From an optimization exercise on the open Yosys and OpenROAD flow, aimed at small area, a short achievable clock period and few clock cycles per item; shortcuts taken in it are not production practice.
In this exercise RTL edits were held to simulation tests only and were not proved equivalent to the original.

// frame_sync_period_tracker
module frame_sync_period_tracker (
	input  logic                                  clk,
	input  logic                                  arst_n,
	input  logic                                  cfg_we,
	input  logic [fspt_pkg::LOSS_W-1:0]           cfg_wdata,
	input  logic                                  in_valid,
	output logic                                  in_ready,
	input  fspt_pkg::fspt_in_t                    in_item,
	output logic                                  out_valid,
	input  logic                                  out_ready,
	output fspt_pkg::fspt_out_t                   out_item
);
	localparam int unsigned TW = fspt_pkg::TICK_W;
	logic                            h_valid;
	logic                            h_poll;
	logic [TW-1:0]                   h_tick;
	logic [TW-1:0]                   h_iv;       
	logic                            k_valid;
	logic                            k_poll;
	logic [TW-1:0]                   k_tick;
  ...
For scale: ~2,000 cells after synthesis, roughly 230 flip-flops, about 0.016 mm² of cells after synthesis.
==> flow/config.mk <==
export PLATFORM = sky130hd
export DESIGN_NAME = frame_sync_period_tracker
export DESIGN_NICKNAME = frame_sync_period_tracker
export VERILOG_FILES = /design/flow/design.v
export SDC_FILE = /design/flow/constraint.sdc
export NUM_CORES = 4
export LEC_CHECK = 0
export ABC_AREA = 1
export CAP_MARGIN = 20
export CORE_MARGIN = 2
export CORE_UTILIZATION = 60
export CTS_BUF_LIST = sky130_fd_sc_hd__clkbuf_8 sky130_fd_sc_hd__clkbuf_16
export SETUP_SLACK_MARGIN = 4.5
export SLEW_MARGIN = 20
==> flow/constraint.sdc <==
create_clock -name core_clock -period 8.0 [get_ports {clk}]
set_input_delay 1.6000 -clock core_clock [delete_from_list [all_inputs] [get_ports {clk}]]
set_output_delay 1.6000 -clock core_clock [all_outputs]
set_load 0.01 [all_outputs]
standard.sh (not shown) runs the stock make flow with config.mk's settings and CLKGATE_MAP_FILE= SYNTH_SCRIPT=/design/flow/synth_recipe.tcl, a recipe that flattens the netlist after the stock synthesis.
==> flow/flow/run.sh <==
#!/bin/bash
# The standard layout (standard.sh: ORFS synthesis through finish), with
# one change: the buffers that ORFS puts on every input and output port are
# made from the plain sky130_fd_sc_hd__buf_1 cell instead of the delay-buffer
# cell buffer_ports picks by default. Timing repair may still resize them.
# ORFS's own per-step logs are kept under orfs/logs; the make output goes to
# standard.log in this folder.
set -euo pipefail
export BUFFER_PORTS_ARGS="-buffer_cell sky130_fd_sc_hd__buf_1"
bash standard.sh > standard.log 2>&1
The starting point completed with no timing, DRC or antenna violations.
Testbench counts at the start, summed over its fixed seeds: cycles 24,139, items 24,000.
Next try:
--- a/flow/flow/run.sh
+++ b/flow/flow/run.sh
@@ -9,0 +10 @@
+export RECOVER_POWER=100
CTS_BUF_LIST = not set   (was sky130_fd_sc_hd__clkbuf_8 sky130_fd_sc_hd__clkbuf_16)
Outcome: Now the flow finished but failed the layout checks on capacitance limit, slew limit. Area after synthesis does not change. Register-to-register slack got worse by 1.8 ns. Utilization goes down by 0.66 points. Via count is about the same. Setup slack loses 1.8 ns. Hold slack loses 0.0092 ns. Synthesized cell count is unchanged. First-iteration DRC count increases by a few percent.
Next try:
==> flow/run.sh (new file) <==
#!/bin/bash
# synth_recipe.tcl (not shown) runs the flow's synth.tcl, then flattens the netlist and writes it again
# the make line also repeats each setting of config.mk as NAME=value (left out here)
make -C /OpenROAD-flow-scripts/flow DESIGN_CONFIG=/design/flow/config.mk WORK_HOME=/design/flow/orfs CLKGATE_MAP_FILE= SYNTH_SCRIPT=/design/flow/synth_recipe.tcl finish
SETUP_SLACK_MARGIN = 5.0   (was 4.5)
removed: flow/flow/run.sh
removed: flow/standard.sh
Outcome: The changed run ran to the end with no violations; clock-buffer cell count is higher by 6; final area is higher by about a fifth.

========
== build 93 ==
The RTL this note starts from:
==> flow/design.v <==
package fspt_pkg;
	localparam int unsigned TICK_W  = 32;
	localparam int unsigned FRAME_W = 16;
	localparam int unsigned LOSS_W  = 8;
	localparam int unsigned LIMIT_W = TICK_W + LOSS_W;
	localparam logic [LOSS_W-1:0] LOSS_FRAMES_RESET = LOSS_W'(3);
	localparam logic REQ_CAPTURE = 1'b0;
	localparam logic REQ_POLL    = 1'b1;
	typedef struct packed {
		logic              req_type;
		logic [TICK_W-1:0] tick_value;
	} fspt_in_t;
	typedef struct packed {
		logic [FRAME_W-1:0] frame_count;
		logic [TICK_W-1:0]  last_capture;
		logic [TICK_W-1:0]  period_estimate;
		logic               in_sync;
		logic               sync_dropped;
	} fspt_out_t;
endpackage
module frame_sync_period_tracker (
	input  logic                                  clk,
	input  logic                                  arst_n,
	input  logic                                  cfg_we,
	input  logic [fspt_pkg::LOSS_W-1:0]           cfg_wdata,
	input  logic                                  in_valid,
	output logic                                  in_ready,
	input  fspt_pkg::fspt_in_t                    in_item,
	output logic                                  out_valid,
	input  logic                                  out_ready,
	output fspt_pkg::fspt_out_t                   out_item
);
	localparam int unsigned TW = fspt_pkg::TICK_W;
	logic                            h_valid;
	logic                            h_poll;
	logic [TW-1:0]                   h_tick;
	logic [TW-1:0]                   h_iv;       
	logic                            k_valid;
	logic                            k_poll;
	logic [TW-1:0]                   k_tick;
	logic                            out_valid_q;
	logic                            dropped_q;
	logic [fspt_pkg::LOSS_W-1:0]     loss_q;
	logic [fspt_pkg::FRAME_W-1:0]    frame_q;
	logic [TW-1:0]                   prev_q;
	logic [TW-1:0]                   period_q;
	logic                            locked_q;
	logic                            base_q;
	logic [TW:0]                     acc_q;      
	logic [2:0]                      idx_q;      
	logic                            exact_q;
	logic                            accept;
	logic                            slot_free;
	logic                            wait_poll;
	logic                            advance;
	logic                            is_cap;
	logic                            is_poll;
	logic                            h_load;
	assign in_ready  = !k_valid;
	assign accept    = in_valid && !k_valid;
	assign slot_free = !out_valid_q || out_ready;
	assign is_cap    = h_valid && !h_poll && slot_free;
	assign is_poll   = h_valid && h_poll && slot_free && !wait_poll;
	assign advance   = is_cap || is_poll;
	assign h_load    = advance || !h_valid;
	assign out_valid = out_valid_q;
	assign out_item.frame_count     = frame_q;
	assign out_item.last_capture    = prev_q;
	assign out_item.period_estimate = period_q;
	assign out_item.in_sync         = locked_q;
	assign out_item.sync_dropped    = dropped_q;
	logic                            n_poll;
	logic [TW-1:0]                   n_tick;
	logic [TW-1:0]                   n_base;
	logic [TW-1:0]                   n_iv;
	logic                            n_co;
	assign n_poll = k_valid ? k_poll : in_item.req_type;
	assign n_tick = k_valid ? k_tick : in_item.tick_value;
	assign n_base = (h_valid && !h_poll) ? h_tick : prev_q;
	fspt_add #(.W(TW)) u_interval (.a(n_tick), .b(~n_base), .cin(1'b1), .sum(n_iv), .cout(n_co));
	always_ff @(posedge clk or negedge arst_n) begin
		if (!arst_n) begin
			h_valid <= 1'b0;
			k_valid <= 1'b0;
		end else begin
			if (h_load)
				h_valid <= k_valid || accept;
			if (advance)
				k_valid <= 1'b0;
			else if (h_valid && accept)
				k_valid <= 1'b1;
		end
	end
	always_ff @(posedge clk) begin
		if (h_load) begin
			h_poll <= n_poll;
			h_tick <= n_tick;
			h_iv   <= n_iv;
		end
		if (!k_valid) begin
			k_poll <= in_item.req_type;
			k_tick <= in_item.tick_value;
		end
	end
	logic [TW-1:0]                   e_a, e_b, e_c, e_s, e_k;
	logic [TW-1:0]                   ema;
	logic                            ema_co;
	assign e_a = period_q;
	assign e_b = ~(period_q >> 2);
	assign e_c = h_iv >> 2;
	assign e_s = e_a ^ e_b ^ e_c;
	assign e_k = {((e_a & e_b) | (e_a & e_c) | (e_b & e_c)), 1'b0};
	fspt_add #(.W(TW)) u_ema (.a(e_s), .b(e_k), .cin(1'b1), .sum(ema), .cout(ema_co));
	logic [TW-1:0]                   ge_d;
	logic                            ge_co;
	logic                            ge;
	logic                            loss_zero;
	logic                            can_drop;
	logic                            drop_now;
	fspt_add #(.W(TW)) u_ge (.a(h_iv), .b(~acc_q[TW-1:0]), .cin(1'b1), .sum(ge_d), .cout(ge_co));
	assign ge = !acc_q[TW] && ge_co;
	assign loss_zero = loss_q == '0;
	assign can_drop  = locked_q && (period_q != '0);
	assign drop_now  = can_drop && (loss_zero || (ge && exact_q));
	assign wait_poll = h_poll && can_drop && !loss_zero && ge && !exact_q;
	logic [TW-1:0]                   period_d;
	assign period_d = (is_cap && base_q) ? (locked_q ? ema : h_iv) : period_q;
	logic [2:0]                      top;
	logic [2:0]                      top_new;
	logic [2:0]                      top_rs;
	logic                            restart;
	logic [TW-1:0]                   pm;
	logic [TW:0]                     u_lo;
	logic                            u_co;
	logic                            ovf;
	always_comb begin
		top = 3'd0;
		for (int i = 1; i < 8; i++)
			if (loss_q[i]) top = 3'(i);
		top_new = 3'd0;
		for (int i = 1; i < 8; i++)
			if (cfg_wdata[i]) top_new = 3'(i);
	end
	assign restart = (is_cap && base_q) || cfg_we;
	assign top_rs  = cfg_we ? top_new : top;
	assign pm      = period_q & {TW{loss_q[idx_q]}};
	fspt_add #(.W(TW+1)) u_horner (.a({acc_q[TW-1:0], 1'b0}), .b({1'b0, pm}), .cin(1'b0), .sum(u_lo), .cout(u_co));
	assign ovf     = acc_q[TW] || u_co || u_lo[TW];
	always_ff @(posedge clk or negedge arst_n) begin
		if (!arst_n) begin
			idx_q   <= 3'd0;
			exact_q <= 1'b0;
		end else if (restart) begin
			idx_q   <= top_rs - 3'd1;
			exact_q <= top_rs == 3'd0;
		end else if (!exact_q) begin
			idx_q   <= idx_q - 3'd1;
			exact_q <= idx_q == 3'd0;
		end
	end
	always_ff @(posedge clk) begin
		if (restart) begin
			acc_q <= {1'b0, period_d};
		end else if (!exact_q) begin
			acc_q <= {ovf, u_lo[TW-1:0]};
		end
	end
	always_ff @(posedge clk or negedge arst_n) begin
		if (!arst_n) begin
			out_valid_q <= 1'b0;
		end else if (advance) begin
			out_valid_q <= 1'b1;
		end else if (out_ready) begin
			out_valid_q <= 1'b0;
		end
	end
	always_ff @(posedge clk) begin
		if (advance) begin
			dropped_q <= h_poll && drop_now;
		end
	end
	always_ff @(posedge clk or negedge arst_n) begin
		if (!arst_n) begin
			loss_q   <= fspt_pkg::LOSS_FRAMES_RESET;
			frame_q  <= '0;
			prev_q   <= '0;
			period_q <= '0;
			locked_q <= 1'b0;
			base_q   <= 1'b0;
		end else begin
			if (cfg_we) begin
				loss_q <= cfg_wdata;
			end
			period_q <= period_d;
			if (is_cap) begin
				frame_q  <= frame_q + fspt_pkg::FRAME_W'(1);
				prev_q   <= h_tick;
				locked_q <= locked_q || base_q;
				base_q   <= 1'b1;
			end else if (is_poll && drop_now) begin
				locked_q <= 1'b0;
				base_q   <= 1'b0;
			end
		end
	end
endmodule
module fspt_add #(
	parameter int unsigned W = 32
) (
	input  logic [W-1:0] a,
	input  logic [W-1:0] b,
	input  logic         cin,
	output logic [W-1:0] sum,
	output logic         cout
);
	logic [W-1:0] p0, g0, g, p;
	assign p0 = a ^ b;
	assign g0 = a & b;
	always_comb begin
		g = g0;
		p = p0;
		g[0] = g0[0] | (p0[0] & cin);
		for (int l = 0; (1 << l) < W; l++) begin
			for (int j = 0; j < W; j++) begin
				if (((j >> l) & 1) != 0) begin
					g[j] = g[j] | (p[j] & g[((j >> l) << l) - 1]);
					p[j] = p[j] & p[((j >> l) << l) - 1];
				end
			end
		end
	end
	assign sum  = p0 ^ {g[W-2:0], cin};
	assign cout = g[W-1];
endmodule
clock: 8.0 ns
lec_check: 0
abc_area: 1
cap_margin: 20
core_margin: 2
core_utilization: 60
cts_buf_list: sky130_fd_sc_hd__clkbuf_8
cts_cluster_size: 10
setup_slack_margin: 4.5
slew_margin: 20
==> flow/flow/run.sh <==
#!/bin/bash
# The standard layout (standard.sh: ORFS synthesis through finish), with
# one change: the buffers that ORFS puts on every input and output port are
# made from the plain sky130_fd_sc_hd__buf_1 cell instead of the delay-buffer
# cell buffer_ports picks by default. Timing repair may still resize them.
# ORFS's own per-step logs are kept under orfs/logs; the make output goes to
# standard.log in this folder.
set -euo pipefail
export BUFFER_PORTS_ARGS="-buffer_cell sky130_fd_sc_hd__buf_1"
bash standard.sh > standard.log 2>&1
Build 93 has completed all stages; timing, DRC and antenna checks passed.
Testbench counts of build 93, summed over its fixed seeds: cycles 24,139, items 24,000.
Changes in build 20 relative to build 93:
==> flow/run.sh (new file) <==
#!/bin/bash
# synth_recipe.tcl (not shown) runs the flow's synth.tcl, then flattens the netlist and writes it again
# the make line also repeats each setting of config.mk as NAME=value (left out here)
make -C /OpenROAD-flow-scripts/flow DESIGN_CONFIG=/design/flow/config.mk WORK_HOME=/design/flow/orfs CLKGATE_MAP_FILE= SYNTH_SCRIPT=/design/flow/synth_recipe.tcl finish
-- flow/config.mk --
<<< build 93, line 10
export CORE_MARGIN = 2
export CORE_UTILIZATION = 60
export CTS_BUF_LIST = sky130_fd_sc_hd__clkbuf_8
export CTS_CLUSTER_SIZE = 10
export SETUP_SLACK_MARGIN = 4.5
export SLEW_MARGIN = 20
>>> build 20, line 10
export CORE_MARGIN = 2
export CORE_UTILIZATION = 60
export SETUP_SLACK_MARGIN = 4.5
export SLEW_MARGIN = 20
removed: flow/flow/run.sh
removed: flow/standard.sh
==> results.txt <==
Sort build 20 and build 93 by CTS buffer count, descending, and build 93 comes first.
Relative to build 93, the routed wire length measured on build 20 has increased slightly.
On build 20: count of instances resized after the clock tree is built is 33 higher than what build 93 gave.
Sort build 20 and build 93 by clock network area share, ascending, and build 20 comes first.
[compare] base=build 93 new=build 20: worst setup slack after layout lower.
Against build 93 as the reference, build 20 delivers a higher share of the clock period used by the worst path after layout.
The following lists how build 56 was set up differently from build 20:
-- flow/config.mk --
<<< build 20, line 10
export CORE_MARGIN = 2
export CORE_UTILIZATION = 60
export SETUP_SLACK_MARGIN = 4.5
export SLEW_MARGIN = 20
>>> build 56, line 10
export CORE_MARGIN = 2
export CORE_UTILIZATION = 60
export SETUP_SLACK_MARGIN = 4.75
export SLEW_MARGIN = 20
--- outcome ---
- Against build 20 as the reference, build 56 delivers a higher wire length.
- Relative to build 20, signed area change from the synthesized netlist to the final layout increased by 10 points in build 56.
- The well tap count was comparable across build 56 and build 20.
- When build 56 is set beside build 20, its fraction of area in clock buffers and inverters turns out to be 0.25 points smaller.
Modified inputs, build 77 compared to build 56
==> flow/flow/run.sh (new file) <==
#!/bin/bash
# The standard layout (standard.sh: ORFS synthesis through finish), with
# one change: the buffers that ORFS puts on every input and output port are
# made from the plain sky130_fd_sc_hd__buf_1 cell instead of the delay-buffer
# cell buffer_ports picks by default. Timing repair may still resize them.
# ORFS's own per-step logs are kept under orfs/logs; the make output goes to
# standard.log in this folder.
set -euo pipefail
export BUFFER_PORTS_ARGS="-buffer_cell sky130_fd_sc_hd__buf_1"
bash standard.sh > standard.log 2>&1
==> flow/standard.sh (new file) <==
#!/bin/bash
# synth_recipe.tcl (not shown) runs the flow's synth.tcl, then flattens the netlist and writes it again
# the make line also repeats each setting of config.mk as NAME=value (left out here)
make -C /OpenROAD-flow-scripts/flow DESIGN_CONFIG=/design/flow/config.mk WORK_HOME=/design/flow/orfs CLKGATE_MAP_FILE= SYNTH_SCRIPT=/design/flow/synth_recipe.tcl "${@:-finish}"
-- flow/config.mk --
<<< build 56, line 10
export CORE_MARGIN = 2
export CORE_UTILIZATION = 60
export SETUP_SLACK_MARGIN = 4.75
export SLEW_MARGIN = 20
>>> build 77, line 10
export CORE_MARGIN = 2
export CORE_UTILIZATION = 60
export SETUP_SLACK_MARGIN = 4.5
export SLEW_MARGIN = 20
removed: flow/run.sh
Results
On multi-input combinational area share: build 77 sits above build 56. On clock buffer instance count of the final layout, the lower figure sits with build 56, not build 77. On wire length of the first global-routing pass: build 77 sits below build 56.

[static timing again, ports no longer ideal]
In the flow no input, the clock included, has a driving cell. The finished layouts below were timed again as built, in two steps. Step 1 sets driving cells, clkbuf_16 on the clock port and buf_2 on the other inputs (assumed; they add their load-dependent delay and slew). Step 2 also shifts input and output timing later by t, the mid clock arrival at the registers, as if the neighbouring blocks saw the same clock. Slacks: ideal ports / drivers / drivers and shift; pairs: ideal ports / drivers.
| run | shift t [ns] | slack for setup (ns) | worst setup path at the end | worst slew at a driven data input, ns | pins driven straight from the clock port |
|---|---|---|---|---|---|
| the first run of note 1 | 0.573 | 4.574 / 4.601 / 4.028 | input to register | 0.06 | 1 |
| the second run of note 1 | 0.572 | 2.740 / 2.753 / 2.181 | input to register | 0.06 | 1 |
| the third run of note 1 | 0.592 | 4.482 / 4.499 / 3.907 | input to register | 0.07 | 1 |
| build 93 | 0.579 | 4.535 / 4.535 / 4.049 | input to register | 0.06 | 1 |
| build 20 | 0.577 | 4.504 / 4.530 / 3.954 | input to register | 0.05 | 1 |
| build 56 | 0.569 | 4.513 / 4.524 / 3.956 | input to register | 0.05 | 1 |
| build 77 | 0.573 | 4.574 / 4.601 / 4.028 | input to register | 0.06 | 1 |
The setup slack of the third run of note 1, which loses most, moves by +0.017 ns with the drivers and by -0.575 ns with both steps.
